This is an optimization exercise on Yosys and OpenROAD, whose aim is small area, a short achievable clock period and few clock cycles per item, not a production implementation.
At most, simulation tests tie the RTL to the original design; equivalence was not proved.
The RTL of runs 1 and 2 was laid out without a check of its function.
Power figures rest on the tool's default switching activity, not on a simulated workload.

[constraint.sdc]
create_clock -name core_clock -period 11.0 [get_ports {ap_clk}]
set_input_delay 2.2000 -clock core_clock [delete_from_list [all_inputs] [get_ports {ap_clk}]]
set_output_delay 2.2000 -clock core_clock [all_outputs]
set_load 0.01 [all_outputs]
[run.sh]
#!/bin/bash
# synth_recipe.tcl (not shown) runs the flow's synth.tcl, then flattens the netlist and writes it again
# the make line also repeats each setting of config.mk as NAME=value (left out here)
make -C /OpenROAD-flow-scripts/flow DESIGN_CONFIG=/design/flow/config.mk WORK_HOME=/design/flow/orfs CLKGATE_MAP_FILE= SYNTH_SCRIPT=/design/flow/synth_recipe.tcl finish
[config.mk]
export PLATFORM = sky130hd
export DESIGN_NAME = sta_chan_est
export DESIGN_NICKNAME = sta_chan_est
export VERILOG_FILES = /design/flow/design.v
export SDC_FILE = /design/flow/constraint.sdc
export NUM_CORES = 4
export LEC_CHECK = 0
export ABC_CLOCK_PERIOD_IN_PS = 2500
export CAP_MARGIN = 20
export CORE_MARGIN = 2
export CORE_UTILIZATION = 30
export CTS_CLUSTER_DIAMETER = 80
export CTS_CLUSTER_SIZE = 30
export PLACE_DENSITY = 0.5
export SETUP_SLACK_MARGIN = 5
export SLEW_MARGIN = 20
[design.v]
module sta_chan_est #(
   parameter int unsigned N_SC        = 52,
   parameter int unsigned DW          = 32,
   parameter int unsigned ALPHA_SHIFT = 1
) (
   input  logic            ap_clk,
   input  logic            ap_rst,
   input  logic [2*DW-1:0] in_stream_TDATA,
   input  logic            in_stream_TVALID,
   output logic            in_stream_TREADY,
   input  logic            in_stream_TLAST,
   input  logic [1:0]      mode,
   input  logic            init,
   output logic [2*DW-1:0] estStream_TDATA,
   output logic            estStream_TVALID,
   input  logic            estStream_TREADY,
   output logic            estStream_TLAST,
   output logic [31:0]     sym_count,
   output logic            len_err
);
   localparam int unsigned KW = $clog2(N_SC + 1);    
   localparam int unsigned W  = 2 * DW;
   localparam int unsigned TW = DW + 3;              
   function automatic logic [TW-1:0] f_add(input logic [TW-1:0] a, input logic [TW-1:0] b);
      logic [TW-1:0] g, p, gg, pp;
      int            j;
      g  = a & b;
      p  = a ^ b;
      gg = g;
      pp = p;
      for (int l = 0; (1 << l) < TW; l++) begin
         for (int i = 0; i < TW; i++) begin
            if (((i >> l) & 1) == 1) begin
               j     = ((i >> l) << l) - 1;
               gg[i] = gg[i] | (pp[i] & gg[j]);
               pp[i] = pp[i] & pp[j];
            end
         end
      end
      f_add = p ^ {gg[TW-2:0], 1'b0};
   endfunction
   function automatic logic [31:0] f_inc32(input logic [31:0] v);
      logic [31:0] pp;
      int          j;
      pp = v;
      for (int l = 0; l < 5; l++) begin
         for (int i = 0; i < 32; i++) begin
            if (((i >> l) & 1) == 1) begin
               j     = ((i >> l) << l) - 1;
               pp[i] = pp[i] & pp[j];
            end
         end
      end
      f_inc32 = v ^ {pp[30:0], 1'b1};
   endfunction
   function automatic logic [KW-1:0] f_inc(input logic [KW-1:0] v);
      f_inc = (v == KW'(N_SC - 1)) ? '0 : v + 1'b1;
   endfunction
   logic [N_SC*W-1:0] r_ring;           
   logic [KW-1:0]     r_rot;            
   logic              r_fresh;          
   logic              r_in_rdy;
   logic              r_x_v, r_x_last;
   logic [1:0]        r_x_mode;
   logic [W-1:0]      r_x;
   logic              r_c_v, r_c_last;
   logic [KW-1:0]     r_k;
   logic [1:0]        r_mode;
   logic [W-1:0]      r_p, r_c;
   logic [2*TW-1:0]   r_u;
   logic              r_hv;
   logic              r_emit, r_consume, r_wr, r_sel, r_byp;
   logic              r_o_v, r_o_last;
   logic [W-1:0]      r_o;
   logic              r_s_v, r_s_last, r_s_err;
   logic [W-1:0]      r_s;
   logic              r_len_err;
   logic [31:0]       r_sym;
   logic          w_first, w_acc, w_otake, w_err;
   assign w_first = !r_c_v || r_c_last;
   assign w_acc   = in_stream_TVALID && r_in_rdy;
   assign w_otake = !r_o_v || estStream_TREADY;
   assign w_err   = (r_k != KW'(N_SC - 1));
   logic          n_x_v, n_c_v, n_c_last, n_s_v, n_fresh, n_k_lt, n_aligned, n_hv, n_emit, n_sel;
   logic [KW-1:0] n_k, n_rot;
   logic [1:0]    n_mode;
   logic [W-1:0]  n_p, n_c;
   always_comb begin
      n_x_v     = w_acc || (r_x_v && !r_consume);
      n_c_v     = r_consume ? 1'b1 : (r_emit ? 1'b0 : r_c_v);
      n_c_last  = r_consume ? r_x_last : r_c_last;
      n_k       = r_consume ? (w_first ? '0 : ((r_k == KW'(N_SC)) ? r_k : r_k + 1'b1)) : r_k;
      n_mode    = (r_consume && w_first) ? r_x_mode : r_mode;
      n_p       = r_consume ? (w_first ? r_x : r_c) : r_p;
      n_c       = r_consume ? r_x : r_c;
      n_rot     = (r_fresh && r_wr) ? f_inc(r_k) : f_inc(r_rot);
      n_fresh   = r_fresh && !r_wr;
      n_s_v     = w_otake ? 1'b0 : (r_s_v || r_emit);
      n_hv      = r_hv || (r_emit && r_c_last);
      n_k_lt    = (n_k != KW'(N_SC));
      n_aligned = !n_k_lt || n_fresh || (n_rot == n_k);
      n_emit    = n_c_v && n_aligned && !n_s_v && (n_c_last || n_x_v);
      n_sel     = n_hv && n_k_lt && (n_mode == 2'd0);
   end
   logic [W-1:0]    w_y, w_n, w_h1;
   logic [2*TW-1:0] n_u;
   assign w_n  = r_c_last ? r_c : r_x;
   assign w_h1 = r_ring[2*W-1:W];       
   always_comb begin
      logic [TW-1:0] a, b, h, s1, c1, t;
      for (int c = 0; c < 2; c++) begin
         a  = TW'($signed(n_p[c*DW +: DW]));
         b  = TW'($signed(n_c[c*DW +: DW])) << 1;
         h  = n_sel ? (TW'($signed(w_h1[c*DW +: DW])) << 2) : '0;
         s1 = a ^ b ^ h;
         c1 = ((a & b) | (a & h) | (b & h)) << 1;
         n_u[c*TW +: TW] = f_add(s1, c1);
         t = f_add(r_u[c*TW +: TW], TW'($signed(w_n[c*DW +: DW])));
         if (r_byp)      w_y[c*DW +: DW] = r_c[c*DW +: DW];
         else if (r_sel) w_y[c*DW +: DW] = t[DW+2:3];
         else            w_y[c*DW +: DW] = t[DW+1:2];
      end
   end
   always_ff @(posedge ap_clk) begin
      r_ring <= {(r_wr ? w_y : r_ring[W-1:0]), r_ring[N_SC*W-1:W]};
      if (w_acc) begin
         r_x      <= in_stream_TDATA;
         r_x_last <= in_stream_TLAST;
         r_x_mode <= (mode == 2'd3) ? 2'd0 : mode;
      end
      r_p <= n_p;
      r_c <= n_c;
      r_u <= n_u;
      if (w_otake) begin
         if (r_s_v) r_o <= r_s;
         else       r_o <= w_y;
      end
      if (r_emit && !w_otake) r_s <= w_y;
      if (ap_rst) begin
         r_rot     <= '0;
         r_fresh   <= 1'b1;
         r_in_rdy  <= 1'b1;
         r_x_v     <= 1'b0;
         r_c_v     <= 1'b0;
         r_c_last  <= 1'b0;
         r_k       <= '0;
         r_mode    <= '0;
         r_hv      <= 1'b0;
         r_emit    <= 1'b0;
         r_consume <= 1'b0;
         r_wr      <= 1'b0;
         r_sel     <= 1'b0;
         r_byp     <= 1'b0;
         r_o_v     <= 1'b0;
         r_o_last  <= 1'b0;
         r_s_v     <= 1'b0;
         r_s_last  <= 1'b0;
         r_s_err   <= 1'b0;
         r_len_err <= 1'b0;
         r_sym     <= '0;
      end else begin
         r_rot     <= n_rot;
         r_fresh   <= n_fresh;
         r_x_v     <= n_x_v;
         r_in_rdy  <= !n_x_v || !n_c_v || (n_aligned && !n_s_v);
         r_c_v     <= n_c_v;
         r_c_last  <= n_c_last;
         r_k       <= n_k;
         r_mode    <= n_mode;
         r_hv      <= n_hv && !init;
         r_emit    <= n_emit;
         r_consume <= n_x_v && (!n_c_v || n_emit);
         r_wr      <= n_emit && n_k_lt;
         r_sel     <= n_sel;
         r_byp     <= (n_mode == 2'd2);
         r_s_v <= n_s_v;
         if (r_emit && !w_otake) begin
            r_s_last <= r_c_last;
            r_s_err  <= r_c_last && w_err;
         end
         if (w_otake) begin
            if (r_s_v) begin
               r_o_v    <= 1'b1;
               r_o_last <= r_s_last;
               if (r_s_last) begin
                  r_sym <= f_inc32(r_sym);
                  if (r_s_err) r_len_err <= 1'b1;
               end
            end else begin
               r_o_v    <= r_emit;
               r_o_last <= r_c_last;
               if (r_emit && r_c_last) begin
                  r_sym <= f_inc32(r_sym);
                  if (w_err) r_len_err <= 1'b1;
               end
            end
         end
      end
   end
   assign in_stream_TREADY = r_in_rdy;
   assign estStream_TDATA  = r_o;
   assign estStream_TVALID = r_o_v;
   assign estStream_TLAST  = r_o_last;
   assign sym_count        = r_sym;
   assign len_err          = r_len_err;
endmodule
==> results of run 1 <==
==> flip-flops by register name, indices dropped and copies added, names as in the netlist, 32 cells and up <==
name / flops
r_ring: 3328
r_s: 64
r_x: 64
r_sym: 32
r_o: 64
r_c: 64
r_u: 70
r_p: 62
==> area by class of cell <==
class	count	area [um^2]
multi-input cells	1767	14000
well taps	4120	5150
diodes	8	20.0
clock inverters	39	643
inverters	260	983
fillers	29700	203000
flip-flops and latches	3782	77700
repair buffers	219	2230
clock buffers	201	4310
==> cell families (layout without fill, tap and decap cells) <==
group | count (synthesis) | count (layout) | synth area share
compound gates | 471 | 471 | 0.0317
flops | 3782 | 3782 | 0.837
buf+inv | 369 | 719 | 0.0151
simple gates | 631 | 633 | 0.0310
other cells | 0 | 8 | 0
xor+xnor | 119 | 119 | 0.0112
mux | 322 | 322 | 0.0378
fa+ha+maj | 222 | 222 | 0.0367
==> worst max-delay path by stage <==
stage | startpoint | to | slack (ns) | depth (start not counted)
CTS | r_k[0]$_SDFF_PP0_ | r_u[68]$_DFF_P_ | 5.00 | 23
global placement | r_c_last$_SDFF_PP0_ | r_u[33]$_DFF_P_ | 3.23 | 21
floorplan | r_c_last$_SDFF_PP0_ | r_u[33]$_DFF_P_ | 5.00 | 22
global route | r_k[0]$_SDFF_PP0_ | r_u[68]$_DFF_P_ | 4.94 | 25
detailed placement | r_c_last$_SDFF_PP0_ | r_u[33]$_DFF_P_ | 3.07 | 20
finish | r_k[0]$_SDFF_PP0_ | r_u[68]$_DFF_P_ | 5.20 | 25
==> worst reg2reg max path: cells and delay by family (launching register included) <==
kind,cells,cell delay (ns)
AO/OA/AOI/OAI,8,1.97
XOR/XNOR,2,0.28
adder cells (fa/ha/maj),5,1.61
buffers and inverters,3,0.33
flip-flops,1,0.36
AND/OR/NAND/NOR,7,1.13
==> synthesized netlist by cell type (all sizes together), types with 11 or more instances <==
cell type / number
dfxtp: 3585
inv: 260
mux2: 231
nor2: 213
nand2: 209
edfxtp: 197
a21oi: 178
ha: 138
o21ai: 103
mux2i: 91
fa: 84
clkbuf: 81
xnor2: 69
xor2: 50
a21o: 36
nand3: 33
nor3: 32
buf: 28
nor2b: 26
and2: 25
a211oi: 16
and3: 16
a31oi: 14
o21a: 14
nand2b: 13
or3: 12
nor4: 11
==> routing by layer <==
metal  up-vias  GRT usage
met5         -          0
met4         6     0.0265
met3       253     0.0213
met2       571      0.151
met1     19100      0.141
li1      19700          -
==> stage by stage <==
stage          hold WS, ns  area (um^2)
5_1_grt              0.301       105000
6_report             0.300       105000
2_1_floorplan        0.310        92900
3_3_place_gp         0.310        99500
4_1_cts              0.293       105000
3_5_place_dp         0.312        99500
==> power by group through the flow <==
stage / Sequential (uW) / Combinational (uW) / Clock [uW]
after floorplan: 17800 / 3170 / 0
after global placement: 18200 / 4630 / 0
after detailed placement: 18200 / 4700 / 0
after CTS: 18000 / 4800 / 7430
after global routing: 18200 / 5330 / 7910
final: 17900 / 4750 / 7090
==> cell usage in the layout, fill, tap and decap left out, drive strengths merged, types with 19 or more instances in the layout <==
| cell type | count |
|---|---|
| a21o | 36 |
| a21oi | 178 |
| and2 | 25 |
| buf | 46 |
| clkbuf | 202 |
| clkdlybuf4s50 | 170 |
| clkinv | 19 |
| dfxtp | 3585 |
| edfxtp | 197 |
| fa | 84 |
| ha | 138 |
| inv | 276 |
| mux2 | 231 |
| mux2i | 91 |
| nand2 | 209 |
| nand3 | 33 |
| nor2 | 213 |
| nor2b | 26 |
| nor3 | 32 |
| o21ai | 103 |
| xnor2 | 69 |
| xor2 | 50 |
==> repair_timing <==
| action | in CTS | in global routing |
|---|---|---|
| buffers inserted | 14 | 9 |
| resized for setup | 22 | 29 |
| hold buffers | 0 | 0 |
| cloned | 4 | 1 |
| pin swaps | 4 | 7 |
| endpoints found under the setup margin | 65 | 18 |
==> summary.txt, run 1 <==
Synthesis
  – Biggest area contributors in the synthesized netlist: sky130_fd_sc_hd__dfxtp_1 (77%), sky130_fd_sc_hd__edfxtp_1 (6.4%), sky130_fd_sc_hd__mux2_2 (2.8%)
  – Share of Yosys cell area claimed by the top area cell type: 0.773
  – Combined area of all synthesized cells: 92900 um^2
  – Cell count after synthesis: 5916
  – Flip-flop and latch count after synthesis: 3782
  – Distinct cell type count after synthesis: 79
  – Count of flip-flops with a built-in enable after synthesis: 197
  – Top flip-flop cell by instance count after synthesis: sky130_fd_sc_hd__dfxtp_1
  – Share of synthesized registers carrying an async set or reset: 0
  – Cell type contributing the most total cell area after synthesis: sky130_fd_sc_hd__dfxtp_1
  – Mean instance size in the synthesized netlist: 15.7 um^2
  – Seq/Total Area, Yosys: 0.837
  – Syn Nets: 6210
  – Number of warnings printed during yosys synthesis: 1

Place
  – Count of input and output buffers: 171
  – Inst Count DP: 10100
  – Weighted congestion reported at the end of routability-driven placement: 0.768
  – Worst slack at placement: 3.07 ns
  – HPWL after detailed placement: 97.6 mm

Detailed routing
  – Iteration count of the initial detailed-routing pass: 5
  – Number of vias in the routed layout: 39600
  – Wl on met1: 79.4 mm
  – Top routing layer in use: met5
  – Ratio of routed vias to standard cells: 3.81
  – Met2 layer wire length in the routed design: 67.2 mm
  – Routed wire length: 158 mm
  – Routed WL per cell: 15.2 um
  – Number of nets with antenna violations after detailed routing: 0
  – Routed met3 length: 7.09 mm
  – DRC violation total after the first TritonRoute iteration: 1862
  – DRC violations left: 0

STA
  – Fin crit share: 0.527
  – Clock period minus worst slack: 5.80 ns
  – Worst slew margin relative to its limit: 0.276
  – Final max-slew violation count: 0
  – Slack of the critical path: 5.20 ns
  – Sum of negative setup slack: 0 ns
  – Slew at the pin with the worst max-slew slack: 1.09 ns
  – Number of hold violations in the final report: 0
  – Unrepaired setup endpoints after global routing: no
  – Count of final setup violators: 0
  – Max Clk Rate: 0.173 GHz
  – Final Skew: 0.0431 ns

Worst setup path
  – Category of the most critical setup path: register to register
  – Nature of the critical path endpoint: register
  – Maximum fanout count along the critical path: 10
  – Data required time of the critical path: 11.76 ns
  – Worst path max stage delay: 0.48 ns
  – Buf/Inv on CP: 3
  – Number of cells traversed by the worst register-to-register path: 25
  – Critical Path AT: 6.55 ns
  – Critical-path top delay cell: sky130_fd_sc_hd__fa_1
  – Crit path max-delay family: compound AO/OA/AOI/OAI gates
  – Startpoint of the worst register-to-register path: r_k[0]$_SDFF_PP0_
  – Capture point of the worst reg-to-reg path: r_u[68]$_DFF_P_
  – Worst setup slack for register-to-register paths: 5.20 ns
  – Critical Path Source Type: register
  – Most used cell along the critical path: sky130_fd_sc_hd__nand2_1

Pwr
  – Switching power: 7750 uW
  – Cell-internal power: 21900 uW
  – Proportion of power drawn by the clock network: 0.239
  – P per Cell Area: 283 nW/um^2
  – Portion of total power attributed to sequential cells: 0.601
  – VDD IR-drop max: 0.000137 V
  – Post-layout total power: 29700 uW
  – Leakage component of the power: 0.0417 uW
  – Switching fraction of total power: 0.261
  – Proportion of power drawn by combinational gates: 0.160

Min path
  – Worst Hold Launch: r_ring[1429]$_DFF_P_
  – Number of cells on the worst hold path: 0
  – Hold/Removal Path Class: register to register
  – Destination of the worst hold path: r_ring[1365]$_DFF_P_

Floorplan
  – Top-level port count: 172
  – Die outline width: 560 um
  – CORE AREA: 308000 um^2
  – Vert. Die Dim: 560 um
  – Count of standard-cell rows: 204
  – Area enclosed by the die boundary: 314000 um^2
  – Initial Util: 0.301

Outcome
  – Outcome: finished clean

Global route
  – Initial antenna violation count: 17
  – Global-route wire length before repair: 242 mm
  – Total routing usage reported by global routing: 0.0988
  – Overflow after GRT: 0
  – Largest net degree at the start of global routing: 73
  – Vias in the first global route: 39900

Clocking
  – Clock tree from TritonCTS: yes
  – Clk Latency, worst-skew pair: 0.88 ns
  – Inserted Clock Buffers: 165
  – Root buf cell: sky130_fd_sc_hd__clkbuf_16
  – Count of H-tree levels built during CTS: 4
  – Reg clk slew, reported paths: 0.11 ns
  – Clock Sinks: 3782
  – Bufs on Longest Clock Path: 4

Run
  – Max-cap check violation count: 0

Layout
  – Final cell count without fillers: 10400
  – Area added between synthesis and finish: 13.1%
  – Fraction of the core area covered by cells at the end of the flow: 0.341
  – Final-stage net count: 6489
  – Fraction of final layout cells sized beyond drive strength 1: 0.0874
==> run 2: changes to the inputs <==
--- a/config.mk
+++ b/config.mk
@@ -9,8 +9,8 @@
 export CAP_MARGIN = 20
 export CORE_MARGIN = 2
 export CORE_UTILIZATION = 30
-export CTS_CLUSTER_DIAMETER = 80
-export CTS_CLUSTER_SIZE = 30
+export CTS_CLUSTER_DIAMETER = 60
+export CTS_CLUSTER_SIZE = 35
 export PLACE_DENSITY = 0.5
 export SETUP_SLACK_MARGIN = 5
 export SLEW_MARGIN = 20
==> run 2 against run 1 <==
Worst setup slack gained 0.026 ns. Worst hold slack lost 0.0081 ns. Still clean on timing, DRC and antenna. Register-to-register slack gained 0.03 ns. Sequential power is essentially flat. First-iteration DRC count grew 5.2%. Global-route usage is essentially flat. Largest cell class unchanged. Die area is the same. Area after synthesis is the same. Combinational power is essentially flat. Maximum frequency grew 0.45%. Largest power group unchanged. Total power grew 4.1%. Synthesized cell count is the same.
==> summary.txt, run 2 <==
Outcome
  – Outcome: finished clean (unchanged)

Clocking
  – Clk Latency, worst-skew pair: 0.88 ns (about the same)
  – Inserted Clock Buffers: 179 (was 165)
  – Clock Sinks: 3782 (unchanged)
  – Bufs on Longest Clock Path: 4 (unchanged)
  – Count of H-tree levels built during CTS: 4 (unchanged)
  – Post-CTS Hold Buffers: 0 (unchanged)
  – Root buf cell: sky130_fd_sc_hd__clkbuf_16 (unchanged)
  – Reg clk slew, reported paths: 0.11 ns (about the same)
  – Clock tree from TritonCTS: yes (unchanged)

Layout
  – Final-stage net count: 6502 (was 6489)
  – Register bank with the most flops: r_ring (unchanged)
  – Highest-count cells in the layout ignoring fill and taps: sky130_fd_sc_hd__dfxtp_1 (3576), sky130_fd_sc_hd__inv_1 (255), sky130_fd_sc_hd__mux2_2 (231), sky130_fd_sc_hd__nor2_1 (213), sky130_fd_sc_hd__nand2_1 (209) (unchanged)
  – Largest registers in the final layout: r_ring: 3328 flops, r_u: 70 flops (unchanged)
  – Area added between synthesis and finish: 15.0% (was 13.1%)
  – Layout filler cell count: 29500 (was 29700)
  – Number of flip-flops in the largest register: 3328 (unchanged)
  – Fraction of final layout cells sized beyond drive strength 1: 0.100 (was 0.0874)
  – Most frequent standard cell in the layout excluding fill and tap cells: sky130_fd_sc_hd__dfxtp_1 (unchanged)

Pwr
  – Leakage component of the power: 0.0425 uW (was 0.0417 uW)
  – P per Cell Area: 290 nW/um^2 (was 283 nW/um^2)
  – VDD IR-drop max: 0.000141 V (was 0.000137 V)
  – Post-layout total power: 30900 uW (was 29700 uW)

STA
  – Slew at the pin with the worst max-slew slack: 1.11 ns (was 1.09 ns)
  – Number of hold violations in the final report: 0 (unchanged)
  – Max Clk Rate: 0.173 GHz (about the same)
  – Fin crit share: 0.525 (was 0.527)
  – Unrepaired setup endpoints after global routing: no (unchanged)
  – Sum of negative setup slack: 0 ns (unchanged)
  – Count of final setup violators: 0 (unchanged)
  – Worst slew margin relative to its limit: 0.260 (was 0.276)
  – Final Skew: 0.0486 ns (was 0.0431 ns)
  – Clock period minus worst slack: 5.77 ns (was 5.80 ns)
  – Final max-slew violation count: 0 (unchanged)

Global route
  – Total routing usage reported by global routing: 0.0991 (was 0.0988)
  – Initial antenna violation count: 16 (was 17)
  – Overflow after GRT: 0 (unchanged)
  – Vias in the first global route: 39900 (about the same)
  – Largest net degree at the start of global routing: 73 (unchanged)
  – Global-route wire length before repair: 242 mm (about the same)

Min path
  – Worst Hold Launch: r_ring[2810]$_DFF_P_ (was r_ring[1429]$_DFF_P_)
  – Destination of the worst hold path: r_ring[2746]$_DFF_P_ (was r_ring[1365]$_DFF_P_)
  – Number of cells on the worst hold path: 0 (unchanged)
  – Hold/Removal Path Class: register to register (unchanged)

Detailed routing
  – DRC violations left: 0 (unchanged)
  – Number of vias in the routed layout: 39700 (was 39600)
  – Number of nets with antenna violations after detailed routing: 0 (unchanged)
  – DRC violation total after the first TritonRoute iteration: 1958 (was 1862)
  – Routed WL per cell: 15.1 um (was 15.2 um)
  – Iteration count of the initial detailed-routing pass: 5 (unchanged)
  – Ratio of routed vias to standard cells: 3.80 (was 3.81)
  – Routed wire length: 158 mm (about the same)

Synthesis
  – Share of synthesized registers carrying an async set or reset: 0 (unchanged)
  – Distinct cell type count after synthesis: 79 (unchanged)
  – Cell type contributing the most total cell area after synthesis: sky130_fd_sc_hd__dfxtp_1 (unchanged)
  – Most instantiated library cell after synthesis: sky130_fd_sc_hd__dfxtp_1 (unchanged)
  – Syn Nets: 6210 (unchanged)
  – Biggest area contributors in the synthesized netlist: sky130_fd_sc_hd__dfxtp_1 (77%), sky130_fd_sc_hd__edfxtp_1 (6.4%), sky130_fd_sc_hd__mux2_2 (2.8%) (unchanged)
  – Share of Yosys cell area claimed by the top area cell type: 0.773 (unchanged)
  – Mean instance size in the synthesized netlist: 15.7 um^2 (unchanged)
  – Most common library cells after synthesis: sky130_fd_sc_hd__dfxtp_1 (3585), sky130_fd_sc_hd__inv_1 (260), sky130_fd_sc_hd__mux2_2 (231) (unchanged)
  – Seq/Total Area, Yosys: 0.837 (unchanged)
  – Cell count after synthesis: 5916 (unchanged)
  – Combined area of all synthesized cells: 92900 um^2 (unchanged)
  – Flip-flop and latch count after synthesis: 3782 (unchanged)
  – Count of flip-flops with a built-in enable after synthesis: 197 (unchanged)
  – Top flip-flop cell by instance count after synthesis: sky130_fd_sc_hd__dfxtp_1 (unchanged)
  – Number of warnings printed during yosys synthesis: 1 (unchanged)

Floorplan
  – Top-level port count: 172 (unchanged)
  – Area enclosed by the die boundary: 314000 um^2 (unchanged)
  – CORE AREA: 308000 um^2 (unchanged)
  – Die outline width: 560 um (unchanged)
  – Vert. Die Dim: 560 um (unchanged)
  – Count of standard-cell rows: 204 (unchanged)
  – Initial Util: 0.301 (unchanged)

Worst setup path
  – Critical Path AT: 6.55 ns (about the same)
  – Number of cells traversed by the worst register-to-register path: 25 (unchanged)
  – Capture point of the worst reg-to-reg path: r_u[68]$_DFF_P_ (unchanged)
  – Worst setup slack for register-to-register paths: 5.23 ns (was 5.20 ns)
  – Startpoint of the worst register-to-register path: r_k[0]$_SDFF_PP0_ (unchanged)
  – Nature of the critical path endpoint: register (unchanged)
  – Maximum fanout count along the critical path: 10 (unchanged)
  – Data required time of the critical path: 11.78 ns (was 11.76 ns)
  – Critical Path Source Type: register (unchanged)
  – Category of the most critical setup path: register to register (unchanged)

Place
  – Count of input and output buffers: 171 (unchanged)
  – HPWL after detailed placement: 97.6 mm (unchanged)
  – Weighted congestion reported at the end of routability-driven placement: 0.768 (unchanged)

Run
  – Max-cap check violation count: 0 (unchanged)
==> run 2: repair_timing <==
item	4_1_cts	5_1_grt
setup endpoints to repair	65	20
pin swaps	4	7
gates cloned	4	1
buffers inserted	14	8
gates resized for setup	22	30
endpoints found under the hold margin	0	0
==> run 2: power breakdown <==
part	total [uW]	switching (uW)	internal (uW)
clock network	8330	4750	3590
registers	17800	902	16900
logic	4750	2700	2040
==> run 2: how the worst max path moves through the flow <==
| stage | slack, ns | startpoint | end | cells after the start |
|---|---|---|---|---|
| final | 5.23 | r_k[0]$_SDFF_PP0_ | r_u[68]$_DFF_P_ | 25 |
| after global routing | 4.94 | r_k[0]$_SDFF_PP0_ | r_u[68]$_DFF_P_ | 25 |
| after CTS | 5.01 | r_k[1]$_SDFF_PP0_ | r_u[68]$_DFF_P_ | 23 |
| after detailed placement | 3.07 | r_c_last$_SDFF_PP0_ | r_u[33]$_DFF_P_ | 20 |
| after global placement | 3.23 | r_c_last$_SDFF_PP0_ | r_u[33]$_DFF_P_ | 21 |
| after floorplan | 5.00 | r_c_last$_SDFF_PP0_ | r_u[33]$_DFF_P_ | 22 |
==> run 2: critical path, stage by stage, from the launching register on <==
cell and delay, ns:
sky130_fd_sc_hd__dfxtp_2 0.36, sky130_fd_sc_hd__inv_1 0.10, sky130_fd_sc_hd__ha_1 0.16, sky130_fd_sc_hd__nand2_1 0.10, sky130_fd_sc_hd__o21ai_4 0.27, sky130_fd_sc_hd__xnor2_1 0.10, sky130_fd_sc_hd__a21oi_1 0.35, sky130_fd_sc_hd__nor4_4 0.11
sky130_fd_sc_hd__nor3_4 0.36, sky130_fd_sc_hd__buf_12 0.19, sky130_fd_sc_hd__nand2_1 0.07, sky130_fd_sc_hd__fa_1 0.48, sky130_fd_sc_hd__inv_1 0.04, sky130_fd_sc_hd__ha_1 0.20, sky130_fd_sc_hd__fa_2 0.39, sky130_fd_sc_hd__a211oi_2 0.29
sky130_fd_sc_hd__o21ai_1 0.14, sky130_fd_sc_hd__a32o_2 0.31, sky130_fd_sc_hd__nand2_1 0.12, sky130_fd_sc_hd__a21oi_2 0.12, sky130_fd_sc_hd__a41o_1 0.29, sky130_fd_sc_hd__and4_1 0.25, sky130_fd_sc_hd__o221ai_2 0.20, sky130_fd_sc_hd__nand2b_1 0.10
sky130_fd_sc_hd__fa_1 0.38, sky130_fd_sc_hd__xor2_1 0.17
==> run 2: per-stage QoR <==
step	hold slack (ns)	instances	cell area [um^2]	util	worst slack [ns]
2_1_floorplan	0.310	5916	92900	-	5.00
3_3_place_gp	0.310	10100	99500	0.323	3.23
3_5_place_dp	0.312	10100	99500	0.323	3.07
4_1_cts	0.282	10500	107000	0.346	5.01
5_1_grt	0.289	10500	107000	0.346	4.94
6_report	0.292	10500	107000	0.346	5.23
==> run 2: cell families (layout without fill, tap and decap cells) <==
| logic type | after synthesis | in the layout | share of synthesized area |
|---|---|---|---|
| adder cells (fa/ha/maj) | 222 | 222 | 0.0367 |
| other | 0 | 8 | 0 |
| AND/OR/NAND/NOR | 631 | 633 | 0.0310 |
| AO/OA/AOI/OAI | 471 | 471 | 0.0317 |
| flip-flops | 3782 | 3782 | 0.837 |
| XOR/XNOR | 119 | 119 | 0.0112 |
| buffers and inverters | 369 | 790 | 0.0151 |
| multiplexers | 322 | 322 | 0.0378 |
==> run 2: per-layer routing <==
| layer | share of wire | GRT usage |
|---|---|---|
| met3 | 0.048 | 0.0214 |
| met2 | 0.43 | 0.150 |
| met5 | 0.00049 | 0 |
| met4 | 0.026 | 0.0293 |
| met1 | 0.50 | 0.141 |
==> run 2: cell type report <==
cell class,count,area [um^2],share of cell area
Inverter,260,983,0.00921
Clock inverter,109,2020,0.0189
Antenna cell,8,20.0,0.000188
Timing Repair Buffer,218,2220,0.0208
Tap cell,4120,5150,0.0483
Clock buffer,203,4690,0.0440
Multi-Input combinational cell,1767,14000,0.131
Sequential cell,3782,77700,0.728
==> run 3: changes to the inputs <==
--- a/design.v
+++ b/design.v
@@ -69,6 +69,8 @@
    logic [W-1:0]      r_p, r_c;
    logic [2*TW-1:0]   r_u;
    logic              r_hv;
+   logic              r_klt, r_klt1;      
+   logic              r_mode0, r_x_mode0;
    logic              r_emit, r_consume, r_wr, r_sel, r_byp;
    logic              r_o_v, r_o_last;
    logic [W-1:0]      r_o;
@@ -97,10 +99,10 @@
       n_fresh   = r_fresh && !r_wr;
       n_s_v     = w_otake ? 1'b0 : (r_s_v || r_emit);
       n_hv      = r_hv || (r_emit && r_c_last);
-      n_k_lt    = (n_k != KW'(N_SC));
+      n_k_lt    = r_consume ? (w_first || r_klt1) : r_klt;
       n_aligned = !n_k_lt || n_fresh || (n_rot == n_k);
       n_emit    = n_c_v && n_aligned && !n_s_v && (n_c_last || n_x_v);
-      n_sel     = n_hv && n_k_lt && (n_mode == 2'd0);
+      n_sel     = n_hv && n_k_lt && ((r_consume && w_first) ? r_x_mode0 : r_mode0);
    end
    logic [W-1:0]    w_y, w_n, w_h1;
    logic [2*TW-1:0] n_u;
@@ -127,6 +129,7 @@
          r_x      <= in_stream_TDATA;
          r_x_last <= in_stream_TLAST;
          r_x_mode <= (mode == 2'd3) ? 2'd0 : mode;
+         r_x_mode0 <= (mode == 2'd0) || (mode == 2'd3);
       end
       r_p <= n_p;
       r_c <= n_c;
@@ -145,6 +148,9 @@
          r_c_last  <= 1'b0;
          r_k       <= '0;
          r_mode    <= '0;
+         r_mode0   <= 1'b1;
+         r_klt     <= 1'b1;
+         r_klt1    <= 1'b1;
          r_hv      <= 1'b0;
          r_emit    <= 1'b0;
          r_consume <= 1'b0;
@@ -167,6 +173,9 @@
          r_c_last  <= n_c_last;
          r_k       <= n_k;
          r_mode    <= n_mode;
+         r_mode0   <= (n_mode == 2'd0);
+         r_klt     <= n_k_lt;
+         r_klt1    <= (n_k < KW'(N_SC - 1));
          r_hv      <= n_hv && !init;
          r_emit    <= n_emit;
          r_consume <= n_x_v && (!n_c_v || n_emit);
==> flow/run.sh (new file) <==
#!/bin/bash
set -euo pipefail
export SETUP_SLACK_MARGIN=7.8
bash standard.sh > standard_flow.log 2>&1
==> standard.sh (new file) <==
#!/bin/bash
# synth_recipe.tcl (not shown) runs the flow's synth.tcl, then flattens the netlist and writes it again
# the make line also repeats each setting of config.mk as NAME=value (left out here)
make -C /OpenROAD-flow-scripts/flow DESIGN_CONFIG=/design/flow/config.mk WORK_HOME=/design/flow/orfs CLKGATE_MAP_FILE= SYNTH_SCRIPT=/design/flow/synth_recipe.tcl "${@:-finish}"
==> config.mk (replaced) <==
export PLATFORM = sky130hd
export DESIGN_NAME = sta_chan_est
export DESIGN_NICKNAME = sta_chan_est
export VERILOG_FILES = /design/flow/design.v
export SDC_FILE = /design/flow/constraint.sdc
export NUM_CORES = 4
export LEC_CHECK = 0
export CAP_MARGIN = 20
export CORE_MARGIN = 2
export CORE_UTILIZATION = 30
export CTS_CLUSTER_DIAMETER = 80
export CTS_CLUSTER_SIZE = 30
export PLACE_DENSITY = 0.5
export SLEW_MARGIN = 20
removed: run.sh
==> run 3 against run 2 <==
Die area is 0.54% higher. Critical path type unchanged. Clock skew is 0.016 ns higher. Utilization is 1.4 points higher. Combinational power is about 40% higher. Worst setup slack better by 1.2 ns. Highest routed layer unchanged. Design area is 4.5% higher. First-iteration DRC count is 2.4% higher. Area after synthesis is 0.55% higher. Via count is 4.7% higher. Wire length is 10% higher.
==> summary.txt, run 3 <==
Pwr
  – Leakage component of the power: 0.0443 uW (was 0.0425 uW)
  – P per Cell Area: 285 nW/um^2 (was 290 nW/um^2)
  – VDD IR-drop max: 0.000121 V (was 0.000141 V)

Worst setup path
  – Nature of the critical path endpoint: register (unchanged)
  – Maximum fanout count along the critical path: 10 (unchanged)
  – Category of the most critical setup path: register to register (unchanged)
  – Critical Path Source Type: register (unchanged)
  – Data required time of the critical path: 11.74 ns (was 11.78 ns)
  – Critical Path AT: 5.36 ns (was 6.55 ns)
  – Number of cells traversed by the worst register-to-register path: 22 (was 25)

Synthesis
  – Seq/Total Area, Yosys: 0.833 (was 0.837)
  – Share of Yosys cell area claimed by the top area cell type: 0.769 (was 0.773)
  – Biggest area contributors in the synthesized netlist: sky130_fd_sc_hd__dfxtp_1 (77%), sky130_fd_sc_hd__edfxtp_1 (6.4%), sky130_fd_sc_hd__mux2_2 (2.6%) (was sky130_fd_sc_hd__dfxtp_1 (77%), sky130_fd_sc_hd__edfxtp_1 (6.4%), sky130_fd_sc_hd__mux2_2 (2.8%))
  – Combined area of all synthesized cells: 93400 um^2 (was 92900 um^2)
  – Cell count after synthesis: 6004 (was 5916)
  – Share of synthesized registers carrying an async set or reset: 0 (unchanged)
  – Syn Nets: 6299 (was 6210)
  – Distinct cell type count after synthesis: 82 (was 79)
  – Area share of fa/ha/maj cells after synthesis: 0.0366 (was 0.0367)
  – Cell type contributing the most total cell area after synthesis: sky130_fd_sc_hd__dfxtp_1 (unchanged)
  – Main combinational cell family by area after synthesis: adder cells (was multiplexers)
  – Count of flip-flops with a built-in enable after synthesis: 198 (was 197)
  – Post-synthesis share of cell area spent on xor and xnor gates: 0.0113 (was 0.0112)
  – Flip-flop and latch count after synthesis: 3786 (was 3782)
  – Most instantiated library cell after synthesis: sky130_fd_sc_hd__dfxtp_1 (unchanged)
  – Multiplexer share of the synthesized area: 0.0348 (was 0.0378)
  – Post-synthesis compound-gate area fraction: 0.0365 (was 0.0317)
  – Most common library cells after synthesis: sky130_fd_sc_hd__dfxtp_1 (3588), sky130_fd_sc_hd__inv_1 (269), sky130_fd_sc_hd__nor2_1 (245) (was sky130_fd_sc_hd__dfxtp_1 (3585), sky130_fd_sc_hd__inv_1 (260), sky130_fd_sc_hd__mux2_2 (231))
  – Number of warnings printed during yosys synthesis: 1 (unchanged)
  – Mean instance size in the synthesized netlist: 15.6 um^2 (was 15.7 um^2)
  – Top flip-flop cell by instance count after synthesis: sky130_fd_sc_hd__dfxtp_1 (unchanged)
  – Simple-gate share of the synthesized area: 0.0324 (was 0.0310)

STA
  – Worst slew margin relative to its limit: 0.215 (was 0.260)
  – Slew at the pin with the worst max-slew slack: 1.18 ns (was 1.11 ns)
  – Fin crit share: 0.420 (was 0.525)
  – Slack of the critical path: 6.38 ns (was 5.23 ns)
  – Sum of negative setup slack: 0 ns (unchanged)
  – Final max-slew violation count: 0 (unchanged)
  – WHS: 0.293 ns (was 0.292 ns)
  – Max Clk Rate: 0.216 GHz (was 0.173 GHz)
  – Number of hold violations in the final report: 0 (unchanged)
  – Clock period minus worst slack: 4.62 ns (was 5.77 ns)
  – Count of final setup violators: 0 (unchanged)
  – Final Skew: 0.0646 ns (was 0.0486 ns)
  – Unrepaired setup endpoints after global routing: yes (was no)

Global route
  – Initial antenna violation count: 26 (was 16)
  – Global-route wire length before repair: 260 mm (was 242 mm)
  – Largest net degree at the start of global routing: 66 (was 73)
  – Vias in the first global route: 41800 (was 39900)
  – Overflow after GRT: 0 (unchanged)
  – Total routing usage reported by global routing: 0.108 (was 0.0991)

Clocking
  – Root buf cell: sky130_fd_sc_hd__clkbuf_16 (unchanged)
  – Count of H-tree levels built during CTS: 4 (unchanged)
  – Clock Sinks: 3786 (was 3782)
  – Clk Latency, worst-skew pair: 0.89 ns (was 0.88 ns)
  – Reg clk slew, reported paths: 0.10 ns (was 0.11 ns)
  – Inserted Clock Buffers: 169 (was 179)
  – Clock tree from TritonCTS: yes (unchanged)
  – Bufs on Longest Clock Path: 4 (unchanged)

Layout
  – Register bank with the most flops: r_ring (unchanged)
  – Final-stage net count: 6832 (was 6502)
  – Highest-count cells in the layout ignoring fill and taps: sky130_fd_sc_hd__dfxtp_1 (3545), sky130_fd_sc_hd__inv_1 (262), sky130_fd_sc_hd__nor2_1 (217), sky130_fd_sc_hd__nand2_1 (201), sky130_fd_sc_hd__edfxtp_1 (198) (was sky130_fd_sc_hd__dfxtp_1 (3576), sky130_fd_sc_hd__inv_1 (255), sky130_fd_sc_hd__mux2_2 (231), sky130_fd_sc_hd__nor2_1 (213), sky130_fd_sc_hd__nand2_1 (209))
  – Largest registers in the final layout: r_ring: 3328 flops, r_u: 70 flops (unchanged)
  – Final cell count without fillers: 10800 (was 10500)
  – Fraction of final layout cells sized beyond drive strength 1: 0.196 (was 0.100)
  – Area added between synthesis and finish: 19.5% (was 15.0%)
  – Most frequent standard cell in the layout excluding fill and tap cells: sky130_fd_sc_hd__dfxtp_1 (unchanged)
  – Number of flip-flops in the largest register: 3328 (unchanged)

Floorplan
  – Area enclosed by the die boundary: 316000 um^2 (was 314000 um^2)
  – Top-level port count: 172 (unchanged)
  – Initial Util: 0.302 (was 0.301)
  – Count of standard-cell rows: 204 (unchanged)
  – Vert. Die Dim: 562 um (was 560 um)
  – CORE AREA: 309000 um^2 (was 308000 um^2)
  – Die outline width: 562 um (was 560 um)

Place
  – HPWL after detailed placement: 104 mm (was 97.6 mm)
  – Weighted congestion reported at the end of routability-driven placement: 0.795 (was 0.768)
  – Worst slack at placement: 4.50 ns (was 3.07 ns)
  – Inst Count DP: 10200 (was 10100)
  – Count of input and output buffers: 171 (unchanged)

Detailed routing
  – DRC violation total after the first TritonRoute iteration: 2005 (was 1958)
  – Number of vias in the routed layout: 41600 (was 39700)
  – Routed wire length: 174 mm (was 158 mm)
  – DRC violations left: 0 (unchanged)
  – Routed WL per cell: 16.1 um (was 15.1 um)
  – Ratio of routed vias to standard cells: 3.87 (was 3.80)
  – Number of nets with antenna violations after detailed routing: 0 (unchanged)
  – Iteration count of the initial detailed-routing pass: 5 (unchanged)

Outcome
  – Outcome: finished clean (unchanged)

Min path
  – Hold/Removal Path Class: register to register (unchanged)
  – Number of cells on the worst hold path: 0 (unchanged)

Run
  – Max-cap check violation count: 0 (unchanged)
-- run 3: cell count changes after synthesis, moves of 8 or more --
cell                       before  now
sky130_fd_sc_hd__a21oi_1      177  158
sky130_fd_sc_hd__a31oi_1       14   43
sky130_fd_sc_hd__clkbuf_1      80   89
sky130_fd_sc_hd__inv_1        260  269
sky130_fd_sc_hd__mux2_2       231  213
sky130_fd_sc_hd__mux2i_1       91   82
sky130_fd_sc_hd__nand2_1      209  221
sky130_fd_sc_hd__nor2_1       213  245
sky130_fd_sc_hd__o31ai_1        9   20
sky130_fd_sc_hd__or3_1         12   20
-- run 3: worst paths after layout --
| check | startpoint | endpoint | slack, ns |
|---|---|---|---|
| min | r_ring[1684]$_DFF_P_ | r_ring[1620]$_DFF_P_ | 0.29 |
| max reg2reg | r_consume$_SDFF_PP0_ | r_u[68]$_DFF_P_ | 6.38 |
| max | r_consume$_SDFF_PP0_ | r_u[68]$_DFF_P_ | 6.38 |
| min reg2reg | r_ring[1684]$_DFF_P_ | r_ring[1620]$_DFF_P_ | 0.29 |
-- run 3: power breakdown --
group / total (uW) / switching [uW] / internal [uW]
sequential: 17700 / 950 / 16700
combinational: 6660 / 3450 / 3210
clock: 7430 / 4360 / 3070
-- run 3: cells by family after synthesis --
logic type      Yosys count
xor+xnor                120
fa+ha+maj               223
simple gates            675
compound gates          520
buf+inv                 383
mux                     297
flops                  3786
-- run 3: metrics by stage --
step | util | power [uW] | area [um^2]
floorplan | - | 20800 | 94100
global placement | 0.325 | 22700 | 101000
detailed placement | 0.325 | 22700 | 101000
CTS | 0.354 | 31400 | 109000
global route | 0.361 | 33500 | 112000
finish | 0.361 | 31800 | 112000
-- run 3: final cells by class --
type | count | area [um^2]
multi-input cells | 1837 | 17500
clock inverters | 55 | 957
diodes | 9 | 22.5
clock buffers | 207 | 4450
inverters | 270 | 1030
well taps | 4120 | 5150
fillers | 29200 | 198000
repair buffers | 471 | 4620
flip-flops and latches | 3786 | 77900
repair inverters | 2 | 15.0
-- run 3: repair_timing --
| action | 4_1_cts | 5_1_grt |
|---|---|---|
| hold buffers | 0 | 0 |
| cloned | 15 | 2 |
| setup endpoints to repair | 535 | 389 |
| gates resized for setup | 910 | 278 |
| pin swaps | 129 | 158 |
| buffers inserted | 172 | 92 |
-- run 3: per-layer routing --
| metal | vias up | share of wire | GRT usage |
|---|---|---|---|
| met4 | 6 | 0.043 | 0.0480 |
| met3 | 284 | 0.040 | 0.0186 |
| li1 | 20600 | - | - |
| met1 | 20100 | 0.51 | 0.156 |
| met5 | - | 0.00013 | 0 |
| met2 | 589 | 0.41 | 0.157 |
-- run 3: critical path, cell delays in order (launching register included) --
cell	delay [ns]
sky130_fd_sc_hd__dfxtp_4	0.41
sky130_fd_sc_hd__buf_6	0.13
sky130_fd_sc_hd__buf_8	0.13
sky130_fd_sc_hd__nand2_4	0.06
sky130_fd_sc_hd__mux2i_2	0.17
sky130_fd_sc_hd__nor3_4	0.22
sky130_fd_sc_hd__buf_6	0.14
sky130_fd_sc_hd__buf_12	0.13
sky130_fd_sc_hd__nand2_1	0.07
sky130_fd_sc_hd__fa_1	0.48
sky130_fd_sc_hd__inv_1	0.04
sky130_fd_sc_hd__ha_1	0.21
sky130_fd_sc_hd__fa_2	0.37
sky130_fd_sc_hd__a211oi_4	0.26
sky130_fd_sc_hd__o21ai_2	0.12
sky130_fd_sc_hd__a32oi_2	0.19
sky130_fd_sc_hd__buf_4	0.17
sky130_fd_sc_hd__o22ai_4	0.10
sky130_fd_sc_hd__o2111ai_4	0.23
sky130_fd_sc_hd__o211ai_1	0.12
sky130_fd_sc_hd__and2_1	0.18
sky130_fd_sc_hd__fa_1	0.37
sky130_fd_sc_hd__xor2_1	0.17
Testbench counts of run 3, summed over its fixed seeds: cycles 16,664, items 16,640.
==> run 4: changes to the inputs <==
==> run.sh (new file) <==
#!/bin/bash
# synth_recipe.tcl (not shown) runs the flow's synth.tcl, then flattens the netlist and writes it again
# the make line also repeats each setting of config.mk as NAME=value (left out here)
make -C /OpenROAD-flow-scripts/flow DESIGN_CONFIG=/design/flow/config.mk WORK_HOME=/design/flow/orfs CLKGATE_MAP_FILE= SYNTH_SCRIPT=/design/flow/synth_recipe.tcl finish
--- a/config.mk
+++ b/config.mk
@@ -11,4 +11,5 @@
 export CTS_CLUSTER_DIAMETER = 80
 export CTS_CLUSTER_SIZE = 30
 export PLACE_DENSITY = 0.5
+export SETUP_SLACK_MARGIN = 5
 export SLEW_MARGIN = 20
removed: flow/run.sh
removed: standard.sh
==> run 4 against run 3 <==
Maximum frequency fell by 17%. Non-clock buffer count fell by 264. Largest power group unchanged. Wire length fell by 7.2%. Design area fell by 5.7%. Largest cell class unchanged. Still clean.
==> summary.txt, run 4 <==
Outcome
  – Outcome: finished clean (unchanged)

Synthesis
  – Cell type contributing the most total cell area after synthesis: sky130_fd_sc_hd__dfxtp_1 (unchanged)
  – Distinct cell type count after synthesis: 82 (unchanged)
  – Cell count after synthesis: 6004 (unchanged)
  – Post-synthesis share of cell area spent on xor and xnor gates: 0.0113 (unchanged)
  – Area share of fa/ha/maj cells after synthesis: 0.0366 (unchanged)
  – Flip-flop and latch count after synthesis: 3786 (unchanged)
  – Mean instance size in the synthesized netlist: 15.6 um^2 (unchanged)
  – Seq/Total Area, Yosys: 0.833 (unchanged)
  – Top flip-flop cell by instance count after synthesis: sky130_fd_sc_hd__dfxtp_1 (unchanged)
  – Number of warnings printed during yosys synthesis: 1 (unchanged)
  – Share of synthesized registers carrying an async set or reset: 0 (unchanged)
  – Most instantiated library cell after synthesis: sky130_fd_sc_hd__dfxtp_1 (unchanged)
  – Post-synthesis compound-gate area fraction: 0.0365 (unchanged)
  – Simple-gate share of the synthesized area: 0.0324 (unchanged)
  – Most common library cells after synthesis: sky130_fd_sc_hd__dfxtp_1 (3588), sky130_fd_sc_hd__inv_1 (269), sky130_fd_sc_hd__nor2_1 (245) (unchanged)
  – Main combinational cell family by area after synthesis: adder cells (unchanged)
  – Combined area of all synthesized cells: 93400 um^2 (unchanged)
  – Multiplexer share of the synthesized area: 0.0348 (unchanged)
  – Share of Yosys cell area claimed by the top area cell type: 0.769 (unchanged)
  – Count of flip-flops with a built-in enable after synthesis: 198 (unchanged)
  – Syn Nets: 6299 (unchanged)
  – Biggest area contributors in the synthesized netlist: sky130_fd_sc_hd__dfxtp_1 (77%), sky130_fd_sc_hd__edfxtp_1 (6.4%), sky130_fd_sc_hd__mux2_2 (2.6%) (unchanged)

Min path
  – Hold/Removal Path Class: register to register (unchanged)
  – Destination of the worst hold path: r_ring[1383]$_DFF_P_ (was r_ring[1620]$_DFF_P_)
  – Number of cells on the worst hold path: 0 (unchanged)
  – Worst Hold Launch: r_ring[1447]$_DFF_P_ (was r_ring[1684]$_DFF_P_)

Detailed routing
  – Ratio of routed vias to standard cells: 3.83 (was 3.87)
  – DRC violations left: 0 (unchanged)
  – Iteration count of the initial detailed-routing pass: 5 (unchanged)
  – Number of nets with antenna violations after detailed routing: 0 (unchanged)
  – Number of vias in the routed layout: 40000 (was 41600)
  – Routed wire length: 161 mm (was 174 mm)
  – DRC violation total after the first TritonRoute iteration: 2088 (was 2005)
  – Routed WL per cell: 15.4 um (was 16.1 um)

Worst setup path
  – Most used cell along the critical path: sky130_fd_sc_hd__fa_1
  – Critical Path AT: 6.30 ns (was 5.36 ns)
  – Cell chain of the critical path: buf_12, clkinvlp_4, or3_1, o21ai_1, nor3_2, buf_4, buf_12, nand2_1, fa_1, inv_1, ha_1, fa_1, a211oi_2, o21a_1, o32ai_1, buf_4, a311o_1, a31oi_2, o211ai_1, and2_1, fa_1, xor2_1 (was buf_6, buf_8, nand2_4, mux2i_2, nor3_4, buf_6, buf_12, nand2_1, fa_1, inv_1, ha_1, fa_2, a211oi_4, o21ai_2, a32oi_2, buf_4, o22ai_4, o2111ai_4, o211ai_1, and2_1, fa_1, xor2_1)
  – Category of the most critical setup path: register to register (unchanged)
  – Critical-path top delay cell: sky130_fd_sc_hd__dfxtp_4 (was sky130_fd_sc_hd__fa_1)
  – Maximum fanout count along the critical path: 37 (was 10)
  – Worst setup slack for register-to-register paths: 5.45 ns (was 6.38 ns)
  – Critical Path Source Type: register (unchanged)
  – Number of cells traversed by the worst register-to-register path: 22 (unchanged)
  – Startpoint of the worst register-to-register path: r_consume$_SDFF_PP0_ (unchanged)
  – Data required time of the critical path: 11.74 ns (about the same)
  – Capture point of the worst reg-to-reg path: r_u[33]$_DFF_P_ (was r_u[68]$_DFF_P_)
  – Nature of the critical path endpoint: register (unchanged)
  – Worst path max stage delay: 0.54 ns (was 0.48 ns)

Place
  – Weighted congestion reported at the end of routability-driven placement: 0.795 (about the same)
  – Count of input and output buffers: 171 (unchanged)
  – Worst slack at placement: 4.37 ns (was 4.50 ns)
  – HPWL after detailed placement: 103 mm (was 104 mm)
  – Inst Count DP: 10200 (about the same)

Layout
  – Final-stage net count: 6562 (was 6832)
  – Final cell count without fillers: 10500 (was 10800)
  – Register bank with the most flops: r_ring (unchanged)
  – Largest registers in the final layout: r_ring: 3328 flops, r_u: 70 flops (unchanged)
  – Area added between synthesis and finish: 12.7% (was 19.5%)
  – Layout filler cell count: 29800 (was 29200)
  – Number of flip-flops in the largest register: 3328 (unchanged)
  – Highest-count cells in the layout ignoring fill and taps: sky130_fd_sc_hd__dfxtp_1 (3582), sky130_fd_sc_hd__inv_1 (264), sky130_fd_sc_hd__nor2_1 (244), sky130_fd_sc_hd__nand2_1 (221), sky130_fd_sc_hd__mux2_2 (213) (was sky130_fd_sc_hd__dfxtp_1 (3545), sky130_fd_sc_hd__inv_1 (262), sky130_fd_sc_hd__nor2_1 (217), sky130_fd_sc_hd__nand2_1 (201), sky130_fd_sc_hd__edfxtp_1 (198))
  – Most frequent standard cell in the layout excluding fill and tap cells: sky130_fd_sc_hd__dfxtp_1 (unchanged)
  – Fraction of final layout cells sized beyond drive strength 1: 0.0787 (was 0.196)

Pwr
  – Post-layout total power: 29300 uW (was 31800 uW)
  – VDD IR-drop max: 0.000123 V (was 0.000121 V)
  – Proportion of power drawn by the clock network: 0.243 (was 0.234)
  – Proportion of power drawn by combinational gates: 0.155 (was 0.210)
  – P per Cell Area: 278 nW/um^2 (was 285 nW/um^2)
  – Switching fraction of total power: 0.261 (was 0.276)
  – Leakage component of the power: 0.0417 uW (was 0.0443 uW)
  – Portion of total power attributed to sequential cells: 0.602 (was 0.556)
  – Cell-internal power: 21600 uW (was 23000 uW)
  – Switching power: 7630 uW (was 8760 uW)

STA
  – Slack of the critical path: 5.45 ns (was 6.38 ns)
  – Unrepaired setup endpoints after global routing: no (was yes)
  – Number of hold violations in the final report: 0 (unchanged)
  – Clock period minus worst slack: 5.55 ns (was 4.62 ns)
  – Fin crit share: 0.505 (was 0.420)
  – Max Clk Rate: 0.180 GHz (was 0.216 GHz)
  – Slew at the pin with the worst max-slew slack: 1.23 ns (was 1.18 ns)
  – Count of final setup violators: 0 (unchanged)
  – Final Skew: 0.0694 ns (was 0.0646 ns)
  – Worst slew margin relative to its limit: 0.173 (was 0.215)
  – Final max-slew violation count: 0 (unchanged)
  – Sum of negative setup slack: 0 ns (unchanged)

Global route
  – Met1 usage: 0.143 (was 0.156)
  – Initial antenna violation count: 13 (was 26)
  – Overflow after GRT: 0 (unchanged)
  – Global-route wire length before repair: 248 mm (was 260 mm)
  – Largest net degree at the start of global routing: 74 (was 66)
  – Global routing usage on met3: 0.0181 (was 0.0186)
  – Total routing usage reported by global routing: 0.102 (was 0.108)
  – Vias in the first global route: 40600 (was 41800)
  – Met2 global-route usage: 0.158 (was 0.157)
  – Grt peak-use layer: met2 (unchanged)

Clocking
  – Clock Sinks: 3786 (unchanged)
  – Post-CTS Hold Buffers: 0 (unchanged)
  – Count of H-tree levels built during CTS: 4 (unchanged)
  – Reg clk slew, reported paths: 0.11 ns (was 0.10 ns)
  – Clock tree from TritonCTS: yes (unchanged)
  – Clk Latency, worst-skew pair: 0.88 ns (was 0.89 ns)
  – Root buf cell: sky130_fd_sc_hd__clkbuf_16 (unchanged)
  – Inserted Clock Buffers: 166 (was 169)
  – Bufs on Longest Clock Path: 4 (unchanged)

Floorplan
  – Vert. Die Dim: 562 um (unchanged)
  – CORE AREA: 309000 um^2 (unchanged)
  – Die outline width: 562 um (unchanged)
  – Count of standard-cell rows: 204 (unchanged)
  – Initial Util: 0.302 (unchanged)
  – Area enclosed by the die boundary: 316000 um^2 (unchanged)
  – Top-level port count: 172 (unchanged)

Run
  – Max-cap check violation count: 0 (unchanged)
## run 4: cell counts after synthesis
No cell type changed its count.
## run 4: area by class of cell
class / instances / area (um^2) / share of cell area
Clock buffer: 209 / 4360 / 0.0414
Tap cell: 4120 / 5150 / 0.0490
Multi-Input combinational cell: 1836 / 14200 / 0.135
Sequential cell: 3786 / 77800 / 0.739
Inverter: 270 / 1020 / 0.00974
Timing Repair Buffer: 207 / 2060 / 0.0195
Clock inverter: 33 / 629 / 0.00598
Antenna cell: 4 / 10.0 / 0.0000951
## run 4: power groups by stage
stage	clock network, uW	logic, uW	registers [uW]
2_1_floorplan	0	3060	17500
5_1_grt	7920	5090	17900
4_1_cts	7420	4600	17700
3_3_place_gp	0	4480	18000
6_report	7110	4540	17600
3_5_place_dp	0	4540	18000
## run 4: how the worst max path moves through the flow
stage | depth (start not counted) | end | start | slack (ns)
final | 22 | r_u[33]$_DFF_P_ | r_consume$_SDFF_PP0_ | 5.45
after global routing | 20 | r_u[68]$_DFF_P_ | r_consume$_SDFF_PP0_ | 5.04
after CTS | 19 | r_u[67]$_DFF_P_ | r_consume$_SDFF_PP0_ | 5.07
after detailed placement | 18 | r_u[68]$_DFF_P_ | r_c_last$_SDFF_PP0_ | 4.37
after global placement | 18 | r_u[68]$_DFF_P_ | r_c_last$_SDFF_PP0_ | 4.39
after floorplan | 21 | r_u[33]$_DFF_P_ | r_c_last$_SDFF_PP0_ | 5.76
## run 4: logic make-up (layout without fill, tap and decap cells)
kind of cell    count (synthesis)  count (layout)
flops                        3786            3786
simple gates                  675             676
compound gates                520             520
buf+inv                       383             719
mux                           297             297
fa+ha+maj                     223             223
xor+xnor                      120             120
other cells                     0               4
## run 4: timing repair
action	CTS	global route
setup buffers	6	1
setup endpoints to repair	23	9
gates resized for setup	8	10
cloned	1	0
pin swaps	0	1
## run 4: metrics by stage
step	instance area [um^2]	hold slack (ns)	utilization
CTS	105000	0.277	0.340
global route	105000	0.293	0.340
global placement	100000	0.310	0.323
detailed placement	100000	0.312	0.323
finish	105000	0.284	0.340
floorplan	93400	0.310	-
## run 4: layer usage
metal | wire length (um) | share of wire | vias up
met5 | 0 | 0 | -
met4 | 4880 | 0.030 | 0
met3 | 5690 | 0.035 | 258
met2 | 70400 | 0.44 | 528
met1 | 80300 | 0.50 | 19300
li1 | - | - | 20000
## run 4: worst max-delay path, delay by kind of cell, from the launching register on
kind	cells	cell delay [ns]
DFF	1	0.54
and+or+nand+nor	4	0.78
buffers and inverters	6	1.02
xor gates and xnor gates	1	0.15
AOI/OAI and AO/OA	7	1.72
adders and majority gates	4	1.18

-- static timing again, ports no longer ideal --
Ports are ideal in the flow. The routed layouts listed here were re-timed in OpenROAD.
Step 1 sets driving cells, clkbuf_16 on the clock port and buf_2 on the other inputs (assumed; they add their load-dependent delay and slew).
Step 2 moves the port delays by t, midway between the first and last clock arrival at a register: inputs arrive t later, outputs are due t later. That takes back most of the time a late clock gives input paths.
Slacks: ideal / step 1 / step 2; pairs: ideal / step 1.
run | shift t [ns] | slack for setup (ns) | worst register clock-pin slew, ns
run 1 | 0.934 | 5.204 / 5.204 / 5.204 | 0.12 / 0.12
run 2 | 0.943 | 5.229 / 5.229 / 5.229 | 0.12 / 0.12
run 3 | 0.941 | 6.380 / 6.380 / 6.380 | 0.12 / 0.12
run 4 | 0.939 | 5.445 / 5.445 / 5.445 | 0.11 / 0.11
After both steps setup and hold are still met in every run listed.
